From an optimization exercise on the open Yosys and OpenROAD flow, aimed at small area, a short achievable clock period and few clock cycles per item; shortcuts taken in it are not production practice. Power figures rest on the tool's default switching activity, not on a simulated workload.

==> trial 37 <==
// motion_phase_classifier
module motion_phase_classifier #(
   parameter int                          QUEUE_DEPTH = mpc_pkg::QUEUE_DEPTH_DEFAULT,
   parameter logic [mpc_pkg::HOLD_W-1:0] STATIONARY_HOLD_US =
      mpc_pkg::STATIONARY_HOLD_DEFAULT
) (
   input  logic                                clock,
   input  logic                                reset,
   input  logic                                req_push,
   output logic                                req_full,
   input  logic signed [mpc_pkg::SPEED_W-1:0]  req_linear_speed,
   input  logic signed [mpc_pkg::SPEED_W-1:0]  req_angular_rate,
   input  logic [mpc_pkg::TIME_W-1:0]          req_sample_time,
   input  logic                                req_discard,
   output logic                                rsp_empty,
   input  logic                                rsp_pop,
   output logic [1:0]                          rsp_motion_phase,
   output logic                                rsp_switch_pending,
   input  logic                                csr_valid,
   output logic                                csr_ready,
   input  logic [mpc_pkg::CSR_IDX_W-1:0]       csr_index,
   input  logic [mpc_pkg::CSR_DATA_W-1:0]      csr_data
);
clock: 5.5 ns
lec_check: 0
abc_area: 1
cap_margin: 20
core_margin: 2
core_utilization: 40
setup_slack_margin: 2.0
slew_margin: 20
standard.sh (not shown) runs the stock make flow with config.mk's settings and CLKGATE_MAP_FILE= SYNTH_SCRIPT=/design/flow/synth_recipe.tcl, a recipe that flattens the netlist after the stock synthesis.
==> flow/flow/run.sh <==
#!/bin/bash
# The standard layout, with every port buffered by a plain buffer cell
# (repair may still resize it) instead of the default delay-buffer choice.
set -e
export BUFFER_PORTS_ARGS="-buffer_cell sky130_fd_sc_hd__buf_1"
bash standard.sh > standard.log 2>&1
==> trial 30 (differences from trial 37) <==
--- a/flow/design.v
+++ b/flow/design.v
@@ -102,15 +102,15 @@
    logic [LIMIT_W-1:0] stat_lin_ff, stat_ang_ff;
    logic [LIMIT_W:0]   turn_enter_ff, turn_exit_ff, arc_enter_ff, arc_exit_ff;
    logic [HOLD_W-1:0]  enter_hold_ff, exit_hold_ff;
    logic [LIMIT_W:0]   limit_less;
    logic [1:0]        phase_ff, target, cand_target_ff;
    logic              cand_valid_ff, out_valid_ff;
-   logic              hold_stat_ff, hold_exit_ff, hold_enter_ff;
    logic [TIME_W-1:0] cand_start_ff;
    logic [HOLD_W-1:0] hold;
+   logic [LIMIT_W-1:0] lin_mag, ang_mag;
    logic [LIMIT_W:0]   turn_thr, arc_thr;
    logic              lin_neg, ang_neg;
    logic              take, stale, held, clear, same, stat_phase, new_cand, adopt;
    logic              stationary, turn_hit, arc_hit;
    assign csr_ready = 1'b1;
    assign limit_less = {1'b0, csr_data[LIMIT_W-1:0]} - 1'b1;
@@ -151,92 +151,57 @@
       else if (take)      out_valid_ff <= 1'b1;
       else if (rsp_pop)   out_valid_ff <= 1'b0;
    end
    assign rsp_empty          = !out_valid_ff;
    assign rsp_motion_phase   = phase_ff;
    assign rsp_switch_pending = cand_valid_ff;
-   logic [LIMIT_W-1:0] lin_lo, ang_lo;
-   logic lin_le_sl, ang_le_sa, ang_le_turn, lin_le_arc;
-   logic [1:0] lin_sl_c, ang_sa_c, ang_turn_c, lin_arc_c;
    assign lin_neg = req_linear_speed[SPEED_W-1];
    assign ang_neg = req_angular_rate[SPEED_W-1];
-   assign lin_lo  = req_linear_speed[LIMIT_W-1:0];
-   assign ang_lo = req_angular_rate[LIMIT_W-1:0];
-   mpc_carry #(.N(LIMIT_W + 1)) u_lin_sl_p (
-      .gen ({1'b0, stat_lin_ff} & {1'b1, ~lin_lo}), .prop ({1'b0, stat_lin_ff} | {1'b1, ~lin_lo}),
-      .carry_in (1'b1), .carry_out (lin_sl_c[0]));
-   mpc_carry #(.N(LIMIT_W + 1)) u_lin_sl_n (
-      .gen ({1'b0, stat_lin_ff} & {1'b1, lin_lo}), .prop ({1'b0, stat_lin_ff} | {1'b1, lin_lo}),
-      .carry_in (1'b0), .carry_out (lin_sl_c[1]));
-   mpc_carry #(.N(LIMIT_W + 1)) u_ang_sa_p (
-      .gen ({1'b0, stat_ang_ff} & {1'b1, ~ang_lo}), .prop ({1'b0, stat_ang_ff} | {1'b1, ~ang_lo}),
-      .carry_in (1'b1), .carry_out (ang_sa_c[0]));
-   mpc_carry #(.N(LIMIT_W + 1)) u_ang_sa_n (
-      .gen ({1'b0, stat_ang_ff} & {1'b1, ang_lo}), .prop ({1'b0, stat_ang_ff} | {1'b1, ang_lo}),
-      .carry_in (1'b0), .carry_out (ang_sa_c[1]));
-   mpc_carry #(.N(LIMIT_W + 1)) u_ang_turn_p (
-      .gen (turn_thr & {1'b1, ~ang_lo}), .prop (turn_thr | {1'b1, ~ang_lo}),
-      .carry_in (1'b1), .carry_out (ang_turn_c[0]));
-   mpc_carry #(.N(LIMIT_W + 1)) u_ang_turn_n (
-      .gen (turn_thr & {1'b1, ang_lo}), .prop (turn_thr | {1'b1, ang_lo}),
-      .carry_in (1'b0), .carry_out (ang_turn_c[1]));
-   mpc_carry #(.N(LIMIT_W + 1)) u_lin_arc_p (
-      .gen (arc_thr & {1'b1, ~lin_lo}), .prop (arc_thr | {1'b1, ~lin_lo}),
-      .carry_in (1'b1), .carry_out (lin_arc_c[0]));
-   mpc_carry #(.N(LIMIT_W + 1)) u_lin_arc_n (
-      .gen (arc_thr & {1'b1, lin_lo}), .prop (arc_thr | {1'b1, lin_lo}),
-      .carry_in (1'b0), .carry_out (lin_arc_c[1]));
-   assign lin_le_sl   = lin_neg ? lin_sl_c[1]   : lin_sl_c[0];
-   assign ang_le_sa   = ang_neg ? ang_sa_c[1]   : ang_sa_c[0];
-   assign ang_le_turn = ang_neg ? ang_turn_c[1] : ang_turn_c[0];
-   assign lin_le_arc  = lin_neg ? lin_arc_c[1]  : lin_arc_c[0];
+   assign lin_mag = req_linear_speed[LIMIT_W-1:0] ^ {LIMIT_W{lin_neg}};
+   assign ang_mag = req_angular_rate[LIMIT_W-1:0] ^ {LIMIT_W{ang_neg}};
+   logic lin_le_sl, ang_le_sa, ang_le_turn, lin_le_arc;
+   mpc_carry #(.N(LIMIT_W + 1)) u_lin_sl (
+      .gen ({1'b0, stat_lin_ff} & {1'b1, ~lin_mag}), .prop ({1'b0, stat_lin_ff} | {1'b1, ~lin_mag}),
+      .carry_in (!lin_neg), .carry_out (lin_le_sl));
+   mpc_carry #(.N(LIMIT_W + 1)) u_ang_sa (
+      .gen ({1'b0, stat_ang_ff} & {1'b1, ~ang_mag}), .prop ({1'b0, stat_ang_ff} | {1'b1, ~ang_mag}),
+      .carry_in (!ang_neg), .carry_out (ang_le_sa));
+   mpc_carry #(.N(LIMIT_W + 1)) u_ang_turn (
+      .gen (turn_thr & {1'b1, ~ang_mag}), .prop (turn_thr | {1'b1, ~ang_mag}),
+      .carry_in (!ang_neg), .carry_out (ang_le_turn));
+   mpc_carry #(.N(LIMIT_W + 1)) u_lin_arc (
+      .gen (arc_thr & {1'b1, ~lin_mag}), .prop (arc_thr | {1'b1, ~lin_mag}),
+      .carry_in (!lin_neg), .carry_out (lin_le_arc));
    assign turn_thr = phase_ff[1] ? turn_exit_ff : turn_enter_ff;
    assign arc_thr  = (phase_ff == PH_ARC) ? arc_exit_ff : arc_enter_ff;
    always_comb begin
       stationary = lin_le_sl && ang_le_sa;
       turn_hit   = turn_thr[LIMIT_W] || !ang_le_turn;
       arc_hit    = arc_thr[LIMIT_W]  || !lin_le_arc;
       if (stationary)    target = PH_STATIONARY;
       else if (turn_hit) target = arc_hit ? PH_ARC : PH_TURNING;
       else               target = PH_STRAIGHT;
    end
-   localparam int LO_W = HOLD_W;
-   logic [TIME_W-1:0] t_above, s_above;
-   logic [LO_W-1:0]   lo_s, lo_k;
-   logic [TIME_W:0]   held_g, held_p;
-   logic              carry_top, t_after;
-   assign hold    = ({HOLD_W{hold_stat_ff}} & STATIONARY_HOLD_US) |
-                    ({HOLD_W{hold_exit_ff}} & exit_hold_ff) |
-                    ({HOLD_W{hold_enter_ff}} & enter_hold_ff);
-   assign t_above = req_sample_time & ~cand_start_ff;
-   assign s_above = ~req_sample_time & cand_start_ff;
-   assign lo_s    = (req_sample_time[LO_W-1:0] ^ ~hold) ^ ~cand_start_ff[LO_W-1:0];
-   assign lo_k    = (req_sample_time[LO_W-1:0] & ~cand_start_ff[LO_W-1:0]) |
-                    (req_sample_time[LO_W-1:0] & ~hold) | (~cand_start_ff[LO_W-1:0] & ~hold);
-   always_comb begin
-      held_g[0] = lo_s[0];
-      held_p[0] = 1'b1;
-      for (int i = 1; i < LO_W; i++) begin
-         held_g[i] = lo_s[i] & lo_k[i-1];
-         held_p[i] = lo_s[i] | lo_k[i-1];
-      end
-      held_g[LO_W] = (t_above[LO_W] & lo_k[LO_W-1]) | (s_above[LO_W] & lo_k[LO_W-1]);
-      held_p[LO_W] = t_above[LO_W] | (s_above[LO_W] | lo_k[LO_W-1]);
-      for (int i = LO_W + 1; i < TIME_W; i++) begin
-         held_g[i] = (t_above[i] & ~s_above[i-1]) | (s_above[i] & ~s_above[i-1]);
-         held_p[i] = t_above[i] | (s_above[i] | ~s_above[i-1]);
-      end
-      held_g[TIME_W] = 1'b0;
-      held_p[TIME_W] = ~s_above[TIME_W-1];
-   end
+   logic [TIME_W+1:0] csa_a, csa_b, csa_c, csa_s, csa_k;
+   assign hold  = (cand_target_ff == PH_STATIONARY) ? STATIONARY_HOLD_US :
+                  (cand_target_ff == PH_STRAIGHT)   ? exit_hold_ff : enter_hold_ff;
+   assign csa_a = {2'b00, req_sample_time};
+   assign csa_b = {2'b11, ~cand_start_ff};
+   assign csa_c = {{(TIME_W+2-HOLD_W){1'b1}}, ~hold};
+   assign csa_s = csa_a ^ csa_b ^ csa_c;
+   assign csa_k = {(csa_a[TIME_W:0] & csa_b[TIME_W:0]) | (csa_a[TIME_W:0] & csa_c[TIME_W:0]) |
+                   (csa_b[TIME_W:0] & csa_c[TIME_W:0]), 1'b1};
+   logic carry_top, start_ge;
    mpc_carry #(.N(TIME_W + 1)) u_held (
-      .gen (held_g), .prop (held_p), .carry_in (1'b1), .carry_out (carry_top));
+      .gen (csa_s[TIME_W:0] & csa_k[TIME_W:0]), .prop (csa_s[TIME_W:0] | csa_k[TIME_W:0]),
+      .carry_in (1'b1), .carry_out (carry_top));
    mpc_carry #(.N(TIME_W)) u_stale (
-      .gen (t_above), .prop (~s_above), .carry_in (1'b0), .carry_out (t_after));
-   assign held  = carry_top;
-   assign stale = cand_valid_ff && !t_after;
+      .gen (cand_start_ff & ~req_sample_time), .prop (cand_start_ff | ~req_sample_time),
+      .carry_in (1'b1), .carry_out (start_ge));
+   assign held  = !(csa_s[TIME_W+1] ^ csa_k[TIME_W+1] ^ carry_top);
+   assign stale = cand_valid_ff && start_ge;
    assign clear      = req_discard || stale;
    assign same       = (target == phase_ff);
    assign stat_phase = (phase_ff == PH_STATIONARY);
    assign new_cand   = !cand_valid_ff || (cand_target_ff != target);
    assign adopt      = !same && (stat_phase || (!new_cand && held));
    always_ff @(posedge clock) begin
@@ -248,13 +213,10 @@
          cand_valid_ff <= !clear && !same && !stat_phase && (new_cand || !held);
       end
    end
    always_ff @(posedge clock) begin
       if (take && new_cand) begin
          cand_target_ff <= target;
-         hold_stat_ff   <= (target == PH_STATIONARY);
-         hold_exit_ff   <= (target == PH_STRAIGHT);
-         hold_enter_ff  <= target[1];
          cand_start_ff  <= req_sample_time;
       end
    end
 endmodule
==> flow/run.sh (new file) <==
#!/bin/bash
# synth_recipe.tcl (not shown) runs the flow's synth.tcl, then flattens the netlist and writes it again
# the make line also repeats each setting of config.mk as NAME=value (left out here)
make -C /OpenROAD-flow-scripts/flow DESIGN_CONFIG=/design/flow/config.mk WORK_HOME=/design/flow/orfs CLKGATE_MAP_FILE= SYNTH_SCRIPT=/design/flow/synth_recipe.tcl finish
==> flow/config.mk (replaced) <==
export PLATFORM = sky130hd
export DESIGN_NAME = motion_phase_classifier
export DESIGN_NICKNAME = motion_phase_classifier
export VERILOG_FILES = /design/flow/design.v
export SDC_FILE = /design/flow/constraint.sdc
export NUM_CORES = 4
export LEC_CHECK = 0
export CAP_MARGIN = 20
export CORE_MARGIN = 2
export CORE_UTILIZATION = 40
export SLEW_MARGIN = 20
removed: flow/flow/run.sh
removed: flow/standard.sh
==> flow_metrics.tcl <==
set metrics [dict create \
    cp-start-kind "flop" \
    grt_usage 0.200 \
    grt_pass1_vias 9326 \
    status "complete, no violations" \
    hp-start "cand_valid_ff" \
    synth.top_cells.by_area "edfxtp_1 (49%), nand2_1 (14%), inv_1 (7.1%)" \
    synth_fp_nets 1586 \
    seq_cells 198 \
    rows 62 \
    syn_area_sq_mm 0.0118 \
    crit_slowest_cell "dfxtp_2" \
]
the above is filed under trial 37

==> flow_metrics.tcl <==
set metrics [dict create \
    status "complete, no violations" \
    switchingPower_mw 1.25 \
    synth.top_cell.area_share 0.444 \
    grt_usage 0.194 \
    hp-start "out_valid_ff" \
    rows 66 \
    synth_fp_nets 1461 \
    syn_area_sq_mm 0.0130 \
    crit_slowest_cell "clkdlybuf4s50_1" \
    synth.top_cells.by_area "edfxtp_1 (44%), ha_1 (11%), inv_1 (4.3%)" \
    nNonClkBuffers 126 \
    pwr-share-comb 0.230 \
    min_period_over_period 0.801 \
    seq_cells 196 \
    slew-limit-headroom 0.417 \
    critPathBufInv 3 \
    fin_crit_ps 4410 \
]
the above is filed under trial 30

Function was not checked in any run of this note: the RTL went through the layout flow alone.

[static timing again, ports no longer ideal]
The results above use ideal ports. As a check the final layouts listed here were re-extracted and re-timed, cells and wires unchanged. Step 1 (the two cells are an assumption about what drives the block):
set clk [get_ports {clock}]
set_driving_cell -lib_cell sky130_fd_sc_hd__clkbuf_16 $clk
set_driving_cell -lib_cell sky130_fd_sc_hd__buf_2 [delete_from_list [all_inputs] $clk]
Step 2, shift: input delay + t, output delay - t, t = (earliest + latest rising clock arrival at the registers) / 2. This alone moves slack from input paths to output paths. Slacks: ideal / step 1 / step 2; pairs: ideal / step 1.
run | shift t [ns] | setup WS [ns] | hold WS [ns] | latest minus earliest clock arrival (ns) | slew at the worst register clock pin (ns)
trial 37 | 0.490 | 2.269 / 2.269 / 1.832 | 0.563 / 0.563 / 0.563 | 0.016 / 0.016 | 0.08 / 0.08
trial 30 | 0.485 | 1.093 / 1.126 / 0.641 | 0.682 / 0.682 / 0.682 | 0.014 / 0.014 | 0.08 / 0.08
After both steps every run listed still meets setup and hold. For trial 30, which loses most, drivers alone change the setup slack by +0.033 ns; drivers and shift together by -0.452 ns.
